Context: an optimization exercise on an open-source flow, tuned for small area, a short achievable clock period and few clock cycles per item. The choices shown serve that exercise and are no tape-out recipe. The RTL was checked by simulation tests, not by an equivalence proof against the original design. No activity file was given, so power comes from the tool's default toggle rates.

==> flow/design.v (excerpt) <==
module byte_stack_machine (
  input  logic       clk_i,
  input  logic       rst_ni,
  input  logic       in_valid_i,
  output logic       in_stall_o,
  input  logic [7:0] in_action_i,
  input  logic [7:0] in_operand_i,
  output logic       out_valid_o,
  input  logic       out_stall_i,
  output logic [2:0] out_status_o,
  output logic [7:0] out_value_o
);
  localparam int DEPTH = 255;
  logic       ir_v;
  logic       ir_push, ir_pop, ir_bin, ir_halt;
  logic [1:0] ir_alu;   
  logic [7:0] ir_opd;
  logic       dn_q, up_q, hold_n_q;
  logic       stall_q;
  logic [7:0] e0;
  logic [7:0] q [DEPTH];
  logic [7:0] cnt_q;
  logic       zero_q, lt2_q, full_q, stop_q;
  logic       busy_q;                
  logic       pend_q;                
  logic [1:0] k_q;
  logic [7:0] mx_q, my_q, mz_q;
  logic [7:0] rem_q, dvs_q;
  logic [9:0] dvs3_q;
  logic       mv_q, sv_q;
  logic [2:0] ms_q, ss_q;
  logic [7:0] mval_q, sval_q;
  logic [7:0] a, b, prod, top;
  assign a    = e0;
  assign b    = ~q[1];
  logic  b_zero;
  assign b_zero = (b == 8'd0);
  bsm_add3 u_prod (.x(mx_q), .y(my_q), .z(mz_q), .s(prod));
  assign top  = pend_q ? prod : e0;    
  logic go, accept;
  assign go     = ir_v & ~busy_q & ~sv_q & ~(pend_q & ir_bin);
  assign accept = in_valid_i & ~stall_q;
  assign in_stall_o = stall_q;
  logic is_mul, is_div;
  assign is_mul = (ir_alu == 2'd2);
  assign is_div = (ir_alu == 2'd3);
  logic mul_issue, div_issue;
  assign mul_issue = up_q & ir_bin & is_mul;
  assign div_issue = up_q & ir_bin & is_div;
  logic [2:0] res_st;
  logic [7:0] res_val;
  always_comb begin
    res_val = 8'd0;
    if (stop_q)            res_st = 3'd7;
    else if (ir_halt)      res_st = 3'd2;
    else if (ir_push)      res_st = full_q ? 3'd3 : 3'd0;
    else if (ir_pop) begin
      res_st  = zero_q ? 3'd4 : 3'd1;
      res_val = zero_q ? 8'd0 : top;
    end else if (ir_bin)   res_st = lt2_q ? 3'd4 : ((is_div & b_zero) ? 3'd5 : 3'd0);
    else                   res_st = 3'd6;
  end
  logic [7:0] mx, my, mz;
  bsm_mul_csa u_mul (.a(a), .b(b), .x(mx), .y(my), .z(mz));
  logic       lt_b, lt_2b;
  logic [1:0] dcls;    
  logic [7:0] rem0, quo0;
  ...
export LEC_CHECK = 0
export CAP_MARGIN = 20
export CORE_MARGIN = 2
export CORE_UTILIZATION = 55
export CTS_CLUSTER_DIAMETER = 110
export CTS_CLUSTER_SIZE = 24
export PLACE_DENSITY = 0.7
export SETUP_SLACK_MARGIN = 3.65
export SLEW_MARGIN = 20
create_clock -name core_clock -period 6.0 [get_ports {clk_i}]
run.sh (not shown) runs the stock make flow with config.mk's settings and CLKGATE_MAP_FILE= SYNTH_SCRIPT=/design/flow/synth_recipe.tcl, a recipe that flattens the netlist after the stock synthesis.
The baseline finished with timing, DRC and antenna clean.
Testbench counts at the start, summed over its fixed seeds: cycles 17,507, items 16,000.
Then changed:
--- a/flow/config.mk
+++ b/flow/config.mk
@@ -12,4 +12,4 @@
 export CTS_CLUSTER_SIZE = 24
 export PLACE_DENSITY = 0.7
-export SETUP_SLACK_MARGIN = 3.65
+export SETUP_SLACK_MARGIN = 3.45
 export SLEW_MARGIN = 20
Outcome:
- count of clock-buffer cells in the layout fell by 2
- via count came out lower by 0.63%
- power went down by 0.93%
- synthesized cell count does not change
- setup slack improves by 0.090 ns
- final cell count fell by 0.58%
- clock power is about the same
Then changed:
--- a/flow/config.mk
+++ b/flow/config.mk
@@ -8,8 +8,8 @@
 export CAP_MARGIN = 20
 export CORE_MARGIN = 2
-export CORE_UTILIZATION = 55
-export CTS_CLUSTER_DIAMETER = 110
+export CORE_UTILIZATION = 62
+export CTS_CLUSTER_DIAMETER = 100
 export CTS_CLUSTER_SIZE = 24
-export PLACE_DENSITY = 0.7
-export SETUP_SLACK_MARGIN = 3.45
+export PLACE_DENSITY = 0.75
+export SETUP_SLACK_MARGIN = 3.5
 export SLEW_MARGIN = 20
Synthesized cell count is unchanged.
Sequential cell count does not change.
Wire length is about the same.
Clock-buffer cell count goes up by 3.
Sequential power barely changes.
Final area stays flat.
Sequential share of layout area went up by 0.13 points.
Power stays flat.
Global-route usage rises by 2.4 points.
Combinational power stays flat.


job 101:
byte_stack_machine again, from the RTL that the note above started with.
clock: 6.0 ns
lec_check: 0
cap_margin: 20
core_margin: 2
core_utilization: 50
cts_cluster_diameter: 100
cts_cluster_size: 20
place_density: 0.65
setup_slack_margin: 3.45
slew_margin: 20
Testbench counts of job 101, summed over its fixed seeds: cycles 17,507, items 16,000.
Relative to job 101, the following input files were edited for job 102:
- CTS_CLUSTER_SIZE: 20 -> 24
- CORE_UTILIZATION: 50 -> 70
- PLACE_DENSITY: 0.65 -> 0.8
==> comparison <==
met3 global-route usage, job 102 and job 101, higher one = job 102.
Delta (job 102 minus job 101): area added between synthesis and finish fell by 2.0 points, fraction of cell area in non-clock buffers fell by 0.19 points, wire length of the first global-routing pass fell by 7900 um.
[job 102] global-route usage rose 6.4 points relative to job 101

==> what the ideal ports hide <==
Ports are ideal in the flow. The routed layouts listed here were re-timed in OpenROAD.
Step 1, drivers: a clkbuf_16 drives clk_i and a buf_2 each remaining input, both assumed.
Step 2 also shifts input and output timing later by t, the mid clock arrival at the registers, as if the neighbouring blocks saw the same clock.
Slacks: no drivers / after step 1 / after step 2; pairs: no drivers / after step 1.
run	shift t [ns]	setup WS [ns]	worst register clock-pin slew, ns	worst slew at a driven data input, ns
the first run of note 1	0.797	3.170 / 3.170 / 2.940	0.11 / 0.11	0.05
the second run of note 1	0.805	3.260 / 3.260 / 2.765	0.10 / 0.10	0.07
the third run of note 1	0.786	3.300 / 3.300 / 2.861	0.10 / 0.10	0.04
job 101	0.820	3.271 / 3.271 / 2.907	0.09 / 0.09	0.04
job 102	0.774	3.277 / 3.277 / 2.862	0.11 / 0.11	0.10
After both steps every run listed still meets setup and hold. For the second run of note 1, which loses most, drivers alone change the setup slack by 0.000 ns; drivers and shift together by -0.495 ns.
